This is an optimization exercise on Yosys and OpenROAD, whose aim is small area, not a production implementation. RTL that was checked went through simulation tests only; none was proved equivalent to the original. Power is estimated from default activity; no workload was simulated.

==> trial 25 <==
==> flow/design.v <==
module cmd_decode (
   input  logic [3:0] cmd,
   output logic       add_sel,
   output logic       shift_sel,
   output logic       bad_op
);
   assign add_sel = (cmd == 4'd1) ||
                    (cmd == 4'd2);
   assign shift_sel = (cmd == 4'd5) ||
                      (cmd == 4'd6);
   assign bad_op = (cmd != 4'd0) && !add_sel && !shift_sel;
endmodule
module prio_lane_bit (
   input  logic [3:0] s,
   input  logic [3:0] d,
   output logic       y
);
   logic n0, n1;
   prio_aoi222 u_a (.a0(s[0]), .b0(d[0]), .a1(s[1]), .b1(d[1]), .a2(s[2]), .b2(d[2]), .y(n0));
   prio_nand2  u_b (.a(s[3]), .b(d[3]), .y(n1));
   prio_nand2  u_o (.a(n0), .b(n1), .y(y));
endmodule
module prio_read_bit (
   input  logic [15:0] s,
   input  logic [15:0] d,
   output logic        y
);
   logic [5:0] n;
   logic       h0, h1;
   genvar i;
   generate
      for (i = 0; i < 5; i++) begin : g_a
         prio_aoi222 u_a (.a0(s[3*i]),   .b0(d[3*i]),
                          .a1(s[3*i+1]), .b1(d[3*i+1]),
                          .a2(s[3*i+2]), .b2(d[3*i+2]), .y(n[i]));
      end
   endgenerate
   prio_nand2 u_l (.a(s[15]), .b(d[15]), .y(n[5]));
   prio_nand3 u_h0 (.a(n[0]), .b(n[1]), .c(n[2]), .y(h0));
   prio_nand3 u_h1 (.a(n[3]), .b(n[4]), .c(n[5]), .y(h1));
   prio_or2   u_o (.a(h0), .b(h1), .y(y));
endmodule
module prio_aoi222 (
   input  logic a0, b0,
   input  logic a1, b1,
   input  logic a2, b2,
   output logic y
);
   assign y = ~((a0 & b0) | (a1 & b1) | (a2 & b2));
endmodule
module prio_nand2 (
   input  logic a,
   input  logic b,
   output logic y
);
   assign y = ~(a & b);
endmodule
module prio_nand3 (
   input  logic a,
   input  logic b,
   input  logic c,
   output logic y
);
   assign y = ~(a & b & c);
endmodule
module prio_or2 (
   input  logic a,
   input  logic b,
   output logic y
);
   assign y = a | b;
endmodule
module prio_top (
   input  logic                                      c_clk,
   input  logic                                      rst,
   input  logic [4*70-1:0]    hold,
   output logic                                      adder_out_vld,
   output logic [72-1:0]                    adder_out,
   output logic                                      shift_out_vld,
   output logic [72-1:0]                    shift_out,
   output logic [4*3-1:0]    invalid
);
   localparam int NP = 4;
   localparam int SW = 69;     
   logic [NP-1:0] q_sel [2];   
   logic [NP-1:0] bad_op;
   logic [SW-1:0] ent [NP];    
   genvar p, q, b, k, j;
   generate
      for (p = 0; p < NP; p++) begin : g_port
         cmd_decode u_decode (
            .cmd       (hold[p*70 + 66 +: 4]),
            .add_sel   (q_sel[0][p]),
            .shift_sel (q_sel[1][p]),
            .bad_op    (bad_op[p])
         );
         assign ent[p] = {hold[p*70 + 67], 2'(p), hold[p*70 +: 66]};
      end
   endgenerate
   logic [NP-1:0]   inv_op_q;
   logic [2*NP-1:0] inv_tag_q;
   always_ff @(posedge c_clk) begin
      if (rst) begin
         inv_op_q <= '0;
      end else begin
         inv_op_q <= bad_op;
      end
   end
   always_ff @(posedge c_clk) begin
      for (int i = 0; i < NP; i++) begin
         inv_tag_q[2*i +: 2] <= hold[i*70 + 64 +: 2];
      end
   end
   generate
      for (p = 0; p < NP; p++) begin : g_inv
         assign invalid[p*3 +: 3] = {inv_op_q[p], inv_tag_q[2*p +: 2]};
      end
   endgenerate
   logic [SW-1:0] hq   [2];    
   logic          hvld [2];
   logic          qpop [2];
   generate
      for (q = 0; q < 2; q++) begin : g_q
         logic [4:0] hd;
         logic [4:0] tl;
         logic [SW-1:0] mem [16];
         logic [3:0]    pos  [NP];
         logic [3:0]    lsel [4];     
         logic [SW-1:0] lane [4];
         logic [15:0]   we;
         logic [15:0]   rsel;
         logic [2:0]    nsel;
         always_comb begin
            logic [2:0] n;
            n = '0;
            for (int i = 0; i < NP; i++) begin
               pos[i] = tl[3:0] + 4'(n);
               n      = n + 3'(q_sel[q][i]);
            end
            nsel = n;
            for (int c = 0; c < 4; c++) begin
               for (int i = 0; i < NP; i++) begin
                  lsel[c][i] = q_sel[q][i] && (pos[i][1:0] == 2'(c));
               end
            end
            for (int s = 0; s < 16; s++) begin
               we[s] = 1'b0;
               for (int i = 0; i < NP; i++) begin
                  if (q_sel[q][i] && (pos[i] == 4'(s))) begin
                     we[s] = 1'b1;
                  end
               end
               rsel[s] = (hd[3:0] == 4'(s));
            end
         end
         for (b = 0; b < 4; b++) begin : g_lane
            for (j = 0; j < SW; j++) begin : g_bit
               prio_lane_bit u_lane (
                  .s (lsel[b]),
                  .d ({ent[3][j], ent[2][j], ent[1][j], ent[0][j]}),
                  .y (lane[b][j])
               );
            end
         end
         always_ff @(posedge c_clk) begin
            for (int s = 0; s < 16; s++) begin
               if (we[s]) begin
                  mem[s] <= lane[s % 4];
               end
            end
         end
         for (j = 0; j < SW; j++) begin : g_rd
            logic [15:0] col;
            for (k = 0; k < 16; k++) begin : g_col
               assign col[k] = mem[k][j];
            end
            prio_read_bit u_rd (
               .s (rsel),
               .d (col),
               .y (hq[q][j])
            );
         end
         assign hvld[q] = (hd != tl);
         always_ff @(posedge c_clk) begin
            if (rst) begin
               hd <= '0;
               tl <= '0;
            end else begin
               hd <= hd + 5'(qpop[q]);
               tl <= tl + 5'(nsel);
            end
         end
      end
   endgenerate
   logic turn;
   logic conflict;
   assign conflict = hvld[0] && hvld[1] && (hq[0][67:66] == hq[1][67:66]);
   assign qpop[0] = hvld[0] && (!conflict || (turn == 1'b0));
   assign qpop[1] = hvld[1] && (!conflict || (turn == 1'b1));
   always_ff @(posedge c_clk) begin
      if (rst) begin
         turn <= 1'b0;
      end else if (conflict) begin
         turn <= ~turn;
      end
   end
   assign adder_out_vld = qpop[0];
   assign adder_out     = {2'b00, hq[0][68], ~hq[0][68], hq[0][67:0]};
   assign shift_out_vld = qpop[1];
   assign shift_out     = {2'b01, hq[1][68], ~hq[1][68], hq[1][67:0]};
endmodule
==> flow/run.sh <==
#!/bin/bash
# synth_recipe.tcl (not shown) runs the flow's synth.tcl, then flattens the netlist and writes it again
# the make line also repeats each setting of config.mk as NAME=value (left out here)
make -C /OpenROAD-flow-scripts/flow DESIGN_CONFIG=/design/flow/config.mk WORK_HOME=/design/flow/orfs CLKGATE_MAP_FILE= SYNTH_SCRIPT=/design/flow/synth_recipe.tcl finish
==> flow/config.mk <==
export PLATFORM = sky130hd
export DESIGN_NAME = prio_top
export DESIGN_NICKNAME = prio_top
export VERILOG_FILES = /design/flow/design.v
export SDC_FILE = /design/flow/constraint.sdc
export NUM_CORES = 4
export LEC_CHECK = 0
export ABC_CLOCK_PERIOD_IN_PS = 7500
export CAP_MARGIN = 20
export CORE_MARGIN = 2
export CORE_UTILIZATION = 45
export GPL_ROUTABILITY_DRIVEN = 1
export PLACE_DENSITY = 0.55
export SLEW_MARGIN = 20
export SYNTH_HIERARCHICAL = 1
export SYNTH_MINIMUM_KEEP_SIZE = 0
==> flow/constraint.sdc <==
create_clock -name core_clock -period 7.5 [get_ports {c_clk}]
set_input_delay 1.5000 -clock core_clock [delete_from_list [all_inputs] [get_ports {c_clk}]]
set_output_delay 1.5000 -clock core_clock [all_outputs]
set_load 0.01 [all_outputs]
==> build 77: changes against trial 25 <==
==> flow/design.v, changed modules only <==
module prio_lane_bit (
   input  logic [3:0] ns,
   input  logic [3:0] d,
   output logic       y
);
   logic n0, n1;
   prio_oai22 u_a (.a0(d[0]), .b0(ns[0]), .a1(d[1]), .b1(ns[1]), .y(n0));
   prio_oai22 u_b (.a0(d[2]), .b0(ns[2]), .a1(d[3]), .b1(ns[3]), .y(n1));
   prio_nor2  u_o (.a(n0), .b(n1), .y(y));
endmodule
module prio_read_bit (
   input  logic [15:0] s,
   input  logic [15:0] d,
   output logic        y
);
   logic [3:0] n;
   logic       h, r;
   genvar i;
   generate
      for (i = 0; i < 4; i++) begin : g_a
         prio_aoi222 u_a (.a0(s[3*i]),   .b0(d[3*i]),
                          .a1(s[3*i+1]), .b1(d[3*i+1]),
                          .a2(s[3*i+2]), .b2(d[3*i+2]), .y(n[i]));
      end
   endgenerate
   prio_nand4 u_h (.a(n[0]), .b(n[1]), .c(n[2]), .d(n[3]), .y(h));
   prio_ao221 u_r (.a0(s[12]), .b0(d[12]), .a1(s[13]), .b1(d[13]), .c(h), .y(r));
   prio_ao221 u_o (.a0(s[14]), .b0(d[14]), .a1(s[15]), .b1(d[15]), .c(r), .y(y));
endmodule
module prio_ao221 (
   input  logic a0, b0,
   input  logic a1, b1,
   input  logic c,
   output logic y
);
   assign y = (a0 & b0) | (a1 & b1) | c;
endmodule
module prio_oai22 (
   input  logic a0, b0,
   input  logic a1, b1,
   output logic y
);
   assign y = ~((a0 | b0) & (a1 | b1));
endmodule
module prio_nand4 (
   input  logic a,
   input  logic b,
   input  logic c,
   input  logic d,
   output logic y
);
   assign y = ~(a & b & c & d);
endmodule
module prio_nor2 (
   input  logic a,
   input  logic b,
   output logic y
);
   assign y = ~(a | b);
endmodule
module prio_top (
   input  logic                                      c_clk,
   input  logic                                      rst,
   input  logic [4*70-1:0]    hold,
   output logic                                      adder_out_vld,
   output logic [72-1:0]                    adder_out,
   output logic                                      shift_out_vld,
   output logic [72-1:0]                    shift_out,
   output logic [4*3-1:0]    invalid
);
   localparam int NP = 4;
   localparam int SW = 69;     
   logic [NP-1:0] q_sel [2];   
   logic [NP-1:0] bad_op;
   logic [SW-1:0] ent [NP];    
   genvar p, q, b, k, j;
   generate
      for (p = 0; p < NP; p++) begin : g_port
         cmd_decode u_decode (
            .cmd       (hold[p*70 + 66 +: 4]),
            .add_sel   (q_sel[0][p]),
            .shift_sel (q_sel[1][p]),
            .bad_op    (bad_op[p])
         );
         assign ent[p] = {hold[p*70 + 67], 2'(p), hold[p*70 +: 66]};
      end
   endgenerate
   logic [NP-1:0]   inv_op_q;
   logic [2*NP-1:0] inv_tag_q;
   always_ff @(posedge c_clk) begin
      if (rst) begin
         inv_op_q <= '0;
      end else begin
         inv_op_q <= bad_op;
      end
   end
   always_ff @(posedge c_clk) begin
      for (int i = 0; i < NP; i++) begin
         inv_tag_q[2*i +: 2] <= hold[i*70 + 64 +: 2];
      end
   end
   generate
      for (p = 0; p < NP; p++) begin : g_inv
         assign invalid[p*3 +: 3] = {inv_op_q[p], inv_tag_q[2*p +: 2]};
      end
   endgenerate
   logic [SW-1:0] hq   [2];    
   logic          hvld [2];
   logic          qpop [2];
   generate
      for (q = 0; q < 2; q++) begin : g_q
         logic [4:0] hd;
         logic [4:0] tl;
         logic [SW-1:0] mem [16];
         logic [3:0]    lsel [4];     
         logic [SW-1:0] lane [4];
         logic [15:0]   we;
         logic [15:0]   rsel;
         logic [2:0]    nsel;
         logic [1:0] pre  [NP];       
         logic [1:0] kb   [4];
         logic [3:0] rowa;            
         logic [3:0] rowb;            
         always_comb begin
            logic [2:0] n;
            n = '0;
            for (int i = 0; i < NP; i++) begin
               pre[i] = n[1:0];
               n      = n + 3'(q_sel[q][i]);
            end
            nsel = n;
            for (int r = 0; r < 4; r++) begin
               rowa[r] = (tl[3:2] == 2'(r));
            end
            rowb = {rowa[2:0], rowa[3]};
            for (int c = 0; c < 4; c++) begin
               kb[c] = 2'(c) - tl[1:0];
               for (int i = 0; i < NP; i++) begin
                  lsel[c][i] = q_sel[q][i] && (pre[i] == kb[c]);
               end
               for (int r = 0; r < 4; r++) begin
                  we[4*r + c] = (3'(kb[c]) < nsel) &&
                                ((2'(c) < tl[1:0]) ? rowb[r] : rowa[r]);
               end
            end
            for (int t = 0; t < 16; t++) begin
               rsel[t] = (hd[3:0] == 4'(t));
            end
         end
         for (b = 0; b < 4; b++) begin : g_lane
            assign lane[b][67:66] = {lsel[b][3] | lsel[b][2], lsel[b][3] | lsel[b][1]};
            for (j = 0; j < SW; j++) begin : g_bit
               if (j != 66 && j != 67) begin : g_sel
                  prio_lane_bit u_lane (
                     .ns (~lsel[b]),
                     .d  ({ent[3][j], ent[2][j], ent[1][j], ent[0][j]}),
                     .y  (lane[b][j])
                  );
               end
            end
         end
         always_ff @(posedge c_clk) begin
            for (int s = 0; s < 16; s++) begin
               if (we[s]) begin
                  mem[s] <= lane[s % 4];
               end
            end
         end
         for (j = 0; j < SW; j++) begin : g_rd
            logic [15:0] col;
            for (k = 0; k < 16; k++) begin : g_col
               assign col[k] = mem[k][j];
            end
            prio_read_bit u_rd (
               .s (rsel),
               .d (col),
               .y (hq[q][j])
            );
         end
         assign hvld[q] = (hd != tl);
         always_ff @(posedge c_clk) begin
            if (rst) begin
               hd <= '0;
               tl <= '0;
            end else begin
               hd <= hd + 5'(qpop[q]);
               tl <= tl + 5'(nsel);
            end
         end
      end
   endgenerate
   logic turn;
   logic conflict;
   assign conflict = hvld[0] && hvld[1] && (hq[0][67:66] == hq[1][67:66]);
   assign qpop[0] = hvld[0] && (!conflict || (turn == 1'b0));
   assign qpop[1] = hvld[1] && (!conflict || (turn == 1'b1));
   always_ff @(posedge c_clk) begin
      if (rst) begin
         turn <= 1'b0;
      end else if (conflict) begin
         turn <= ~turn;
      end
   end
   assign adder_out_vld = qpop[0];
   assign adder_out     = {2'b00, hq[0][68], ~hq[0][68], hq[0][67:0]};
   assign shift_out_vld = qpop[1];
   assign shift_out     = {2'b01, hq[1][68], ~hq[1][68], hq[1][67:0]};
endmodule
// module prio_nand2 removed
// module prio_nand3 removed
// module prio_or2 removed
==> flow/flow/run.sh (new file) <==
#!/bin/bash
# The standard layout (the standard.sh, standard synthesis unchanged) with
# two changes:
#  - the input and output ports are buffered with buf_1 cells instead of the
#    default clkdlybuf4s50_1, which is larger and not needed at this period;
#  - the clock tree is built from clkbuf_8 cells over clusters of at most 16
#    sinks within 60 um, without CTS's dummy balancing loads.
# Each ORFS step writes its full log under orfs/logs/; the make output as a
# whole goes to standard.log in this folder.
set -uo pipefail

CTS="-sink_clustering_enable -repair_clock_nets"
CTS="$CTS -buf_list sky130_fd_sc_hd__clkbuf_8"
CTS="$CTS -sink_clustering_size 16 -sink_clustering_max_diameter 60"
CTS="$CTS -dont_use_dummy_load"

bash standard.sh \
   BUFFER_PORTS_ARGS="-buffer_cell sky130_fd_sc_hd__buf_1" \
   CTS_ARGS="$CTS" \
   finish > standard.log 2>&1
status=$?
tail -n 20 standard.log
exit $status
==> flow/standard.sh (new file) <==
#!/bin/bash
# synth_recipe.tcl (not shown) runs the flow's synth.tcl, then flattens the netlist and writes it again
# the make line also repeats each setting of config.mk as NAME=value (left out here)
make -C /OpenROAD-flow-scripts/flow DESIGN_CONFIG=/design/flow/config.mk WORK_HOME=/design/flow/orfs CLKGATE_MAP_FILE= SYNTH_SCRIPT=/design/flow/synth_recipe.tcl "${@:-finish}"
--- a/flow/config.mk
+++ b/flow/config.mk
@@ -10,5 +10,5 @@
 export CORE_MARGIN = 2
-export CORE_UTILIZATION = 45
+export CORE_UTILIZATION = 60
 export GPL_ROUTABILITY_DRIVEN = 1
-export PLACE_DENSITY = 0.55
+export PLACE_DENSITY = 0.8
 export SLEW_MARGIN = 20
removed: flow/run.sh
==> build 5: changes against trial 25 <==
==> flow/design.v, changed modules only <==
module prio_lane_bit (
   input  logic [3:0] ns,
   input  logic [3:0] d,
   output logic       y
);
   logic n0, n1;
   prio_oai22 u_a (.a0(d[0]), .b0(ns[0]), .a1(d[1]), .b1(ns[1]), .y(n0));
   prio_oai22 u_b (.a0(d[2]), .b0(ns[2]), .a1(d[3]), .b1(ns[3]), .y(n1));
   prio_nor2  u_o (.a(n0), .b(n1), .y(y));
endmodule
module prio_read_bit (
   input  logic [15:0] s,
   input  logic [15:0] d,
   output logic        y
);
   logic [3:0] n;
   logic       h, r;
   genvar i;
   generate
      for (i = 0; i < 4; i++) begin : g_a
         prio_aoi222 u_a (.a0(s[3*i]),   .b0(d[3*i]),
                          .a1(s[3*i+1]), .b1(d[3*i+1]),
                          .a2(s[3*i+2]), .b2(d[3*i+2]), .y(n[i]));
      end
   endgenerate
   prio_nand4 u_h (.a(n[0]), .b(n[1]), .c(n[2]), .d(n[3]), .y(h));
   prio_ao221 u_r (.a0(s[12]), .b0(d[12]), .a1(s[13]), .b1(d[13]), .c(h), .y(r));
   prio_ao221 u_o (.a0(s[14]), .b0(d[14]), .a1(s[15]), .b1(d[15]), .c(r), .y(y));
endmodule
module prio_ao221 (
   input  logic a0, b0,
   input  logic a1, b1,
   input  logic c,
   output logic y
);
   assign y = (a0 & b0) | (a1 & b1) | c;
endmodule
module prio_oai22 (
   input  logic a0, b0,
   input  logic a1, b1,
   output logic y
);
   assign y = ~((a0 | b0) & (a1 | b1));
endmodule
module prio_nand4 (
   input  logic a,
   input  logic b,
   input  logic c,
   input  logic d,
   output logic y
);
   assign y = ~(a & b & c & d);
endmodule
module prio_nor2 (
   input  logic a,
   input  logic b,
   output logic y
);
   assign y = ~(a | b);
endmodule
module prio_top (
   input  logic                                      c_clk,
   input  logic                                      rst,
   input  logic [4*70-1:0]    hold,
   output logic                                      adder_out_vld,
   output logic [72-1:0]                    adder_out,
   output logic                                      shift_out_vld,
   output logic [72-1:0]                    shift_out,
   output logic [4*3-1:0]    invalid
);
   localparam int NP = 4;
   localparam int SW = 69;     
   logic [NP-1:0] q_sel [2];   
   logic [NP-1:0] bad_op;
   logic [SW-1:0] ent [NP];    
   genvar p, q, b, k, j;
   generate
      for (p = 0; p < NP; p++) begin : g_port
         cmd_decode u_decode (
            .cmd       (hold[p*70 + 66 +: 4]),
            .add_sel   (q_sel[0][p]),
            .shift_sel (q_sel[1][p]),
            .bad_op    (bad_op[p])
         );
         assign ent[p] = {hold[p*70 + 67], 2'(p), hold[p*70 +: 66]};
      end
   endgenerate
   logic [NP-1:0]   inv_op_q;
   logic [2*NP-1:0] inv_tag_q;
   always_ff @(posedge c_clk) begin
      if (rst) begin
         inv_op_q <= '0;
      end else begin
         inv_op_q <= bad_op;
      end
   end
   always_ff @(posedge c_clk) begin
      for (int i = 0; i < NP; i++) begin
         inv_tag_q[2*i +: 2] <= hold[i*70 + 64 +: 2];
      end
   end
   generate
      for (p = 0; p < NP; p++) begin : g_inv
         assign invalid[p*3 +: 3] = {inv_op_q[p], inv_tag_q[2*p +: 2]};
      end
   endgenerate
   logic [SW-1:0] hq   [2];    
   logic          hvld [2];
   logic          qpop [2];
   generate
      for (q = 0; q < 2; q++) begin : g_q
         logic [4:0] hd;
         logic [4:0] tl;
         logic [SW-1:0] mem [16];
         logic [3:0]    pos  [NP];
         logic [3:0]    lsel [4];     
         logic [SW-1:0] lane [4];
         logic [15:0]   we;
         logic [15:0]   rsel;
         logic [2:0]    nsel;
         always_comb begin
            logic [2:0] n;
            n = '0;
            for (int i = 0; i < NP; i++) begin
               pos[i] = tl[3:0] + 4'(n);
               n      = n + 3'(q_sel[q][i]);
            end
            nsel = n;
            for (int c = 0; c < 4; c++) begin
               for (int i = 0; i < NP; i++) begin
                  lsel[c][i] = q_sel[q][i] && (pos[i][1:0] == 2'(c));
               end
            end
            for (int s = 0; s < 16; s++) begin
               we[s] = 1'b0;
               for (int i = 0; i < NP; i++) begin
                  if (q_sel[q][i] && (pos[i] == 4'(s))) begin
                     we[s] = 1'b1;
                  end
               end
               rsel[s] = (hd[3:0] == 4'(s));
            end
         end
         for (b = 0; b < 4; b++) begin : g_lane
            assign lane[b][67:66] = {lsel[b][3] | lsel[b][2], lsel[b][3] | lsel[b][1]};
            for (j = 0; j < SW; j++) begin : g_bit
               if (j != 66 && j != 67) begin : g_sel
                  prio_lane_bit u_lane (
                     .ns (~lsel[b]),
                     .d  ({ent[3][j], ent[2][j], ent[1][j], ent[0][j]}),
                     .y  (lane[b][j])
                  );
               end
            end
         end
         always_ff @(posedge c_clk) begin
            for (int s = 0; s < 16; s++) begin
               if (we[s]) begin
                  mem[s] <= lane[s % 4];
               end
            end
         end
         for (j = 0; j < SW; j++) begin : g_rd
            logic [15:0] col;
            for (k = 0; k < 16; k++) begin : g_col
               assign col[k] = mem[k][j];
            end
            prio_read_bit u_rd (
               .s (rsel),
               .d (col),
               .y (hq[q][j])
            );
         end
         assign hvld[q] = (hd != tl);
         always_ff @(posedge c_clk) begin
            if (rst) begin
               hd <= '0;
               tl <= '0;
            end else begin
               hd <= hd + 5'(qpop[q]);
               tl <= tl + 5'(nsel);
            end
         end
      end
   endgenerate
   logic turn;
   logic conflict;
   assign conflict = hvld[0] && hvld[1] && (hq[0][67:66] == hq[1][67:66]);
   assign qpop[0] = hvld[0] && (!conflict || (turn == 1'b0));
   assign qpop[1] = hvld[1] && (!conflict || (turn == 1'b1));
   always_ff @(posedge c_clk) begin
      if (rst) begin
         turn <= 1'b0;
      end else if (conflict) begin
         turn <= ~turn;
      end
   end
   assign adder_out_vld = qpop[0];
   assign adder_out     = {2'b00, hq[0][68], ~hq[0][68], hq[0][67:0]};
   assign shift_out_vld = qpop[1];
   assign shift_out     = {2'b01, hq[1][68], ~hq[1][68], hq[1][67:0]};
endmodule
// module prio_nand2 removed
// module prio_nand3 removed
// module prio_or2 removed
==> flow/flow/run.sh (new file) <==
#!/bin/bash
# The standard layout (the standard.sh, standard synthesis unchanged) with
# two changes:
#  - the input and output ports are buffered with buf_1 cells instead of the
#    default clkdlybuf4s50_1, which is larger and not needed at this period;
#  - the clock tree is built from clkbuf_8 cells over clusters of at most 16
#    sinks within 60 um, without CTS's dummy balancing loads.
# Each ORFS step writes its full log under orfs/logs/; the make output as a
# whole goes to standard.log in this folder.
set -uo pipefail

CTS="-sink_clustering_enable -repair_clock_nets"
CTS="$CTS -buf_list sky130_fd_sc_hd__clkbuf_8"
CTS="$CTS -sink_clustering_size 16 -sink_clustering_max_diameter 60"
CTS="$CTS -dont_use_dummy_load"

bash standard.sh \
   BUFFER_PORTS_ARGS="-buffer_cell sky130_fd_sc_hd__buf_1" \
   CTS_ARGS="$CTS" \
   finish > standard.log 2>&1
status=$?
tail -n 20 standard.log
exit $status
==> flow/standard.sh (new file) <==
#!/bin/bash
# synth_recipe.tcl (not shown) runs the flow's synth.tcl, then flattens the netlist and writes it again
# the make line also repeats each setting of config.mk as NAME=value (left out here)
make -C /OpenROAD-flow-scripts/flow DESIGN_CONFIG=/design/flow/config.mk WORK_HOME=/design/flow/orfs CLKGATE_MAP_FILE= SYNTH_SCRIPT=/design/flow/synth_recipe.tcl "${@:-finish}"
--- a/flow/config.mk
+++ b/flow/config.mk
@@ -10,5 +10,5 @@
 export CORE_MARGIN = 2
-export CORE_UTILIZATION = 45
+export CORE_UTILIZATION = 60
 export GPL_ROUTABILITY_DRIVEN = 1
-export PLACE_DENSITY = 0.55
+export PLACE_DENSITY = 0.68
 export SLEW_MARGIN = 20
removed: flow/run.sh
==> qor summary <==
Outcome: build 77 finished clean; build 5 finished clean; trial 25 finished clean
Worst Hold Margin: build 77 550 ps; build 5 542 ps; trial 25 538 ps
CP Buf/Inv Count: build 77 2; build 5 2; trial 25 1
Headroom to the max-slew limit: build 77 21.2%; build 5 12.3%; trial 25 14.7%
Time the worst path needs with I/O delays and setup: build 77 6590 ps; build 5 6470 ps; trial 25 6790 ps
CP Capture Point: build 77 adder_out_vld; build 5 shift_out[37]; trial 25 shift_out_vld
Drt wl/cell: build 77 42.2 um; build 5 46.1 um; trial 25 42.8 um
Tap Count: build 77 1917; build 5 1917; trial 25 2640
Share of the clock period used by the worst path after layout: build 77 87.8%; build 5 86.2%; trial 25 90.5%
GPL Wtd Cong: build 77 0.963; build 5 0.937; trial 25 0.879
Number of buffers created by CTS: build 77 165; build 5 171; trial 25 229
Worst hold endpoint: build 77 g_q[0].tl[4]; build 5 g_q[0].hd[4]; trial 25 g_q[0].tl[4]
Place WS: build 77 956 ps; build 5 1220 ps; trial 25 1200 ps
Power share of the combinational group: build 77 29.6%; build 5 25.8%; trial 25 22.0%
Floorplan Core Area: build 77 145000 um^2; build 5 146000 um^2; trial 25 198000 um^2
Power dissipated by switching net loads: build 77 0.0101 W; build 5 0.00890 W; trial 25 0.0100 W
Area occupied by multi-input gates: build 77 21100 um^2; build 5 21900 um^2; trial 25 23100 um^2
Proportion of synthesized area in mux cells: build 77 0.0229%; build 5 0.0680%; trial 25 0%
Iteration-0 DRC Markers: build 77 18700; build 5 17800; trial 25 19500
Total length of routed wires: build 77 333 mm; build 5 370 mm; trial 25 402 mm
The RTL of trial 25 was laid out without a check of its function.

==> afterwards: timing with drivers on the ports <==
In the flow no input, the clock included, has a driving cell. The finished layouts below were timed again as built, in two steps.
Step 1 sets driving cells, clkbuf_16 on the clock port and buf_2 on the other inputs (assumed; they add their load-dependent delay and slew).
Step 2 also shifts input and output timing later by t, the mid clock arrival at the registers, as if the neighbouring blocks saw the same clock.
a / b / c = ideal ports / drivers / drivers and shift; a / b = the first two.
run | t (ns) | setup WS [ns] | worst hold slack (ns) | worst setup path at the end | latest minus earliest clock arrival (ns)
trial 25 | 0.979 | 0.709 / 0.611 / 1.056 | 0.538 / 0.538 / 0.538 | input to register | 0.056 / 0.056
build 77 | 1.025 | 0.915 / 0.830 / 0.893 | 0.550 / 0.550 / 0.550 | input to register | 0.128 / 0.128
build 5 | 1.000 | 1.033 / 0.949 / 1.032 | 0.542 / 0.542 / 0.542 | input to register | 0.105 / 0.105
After both steps every run listed still meets setup and hold. For build 77, which loses most, drivers alone change the setup slack by -0.085 ns; drivers and shift together by -0.022 ns.
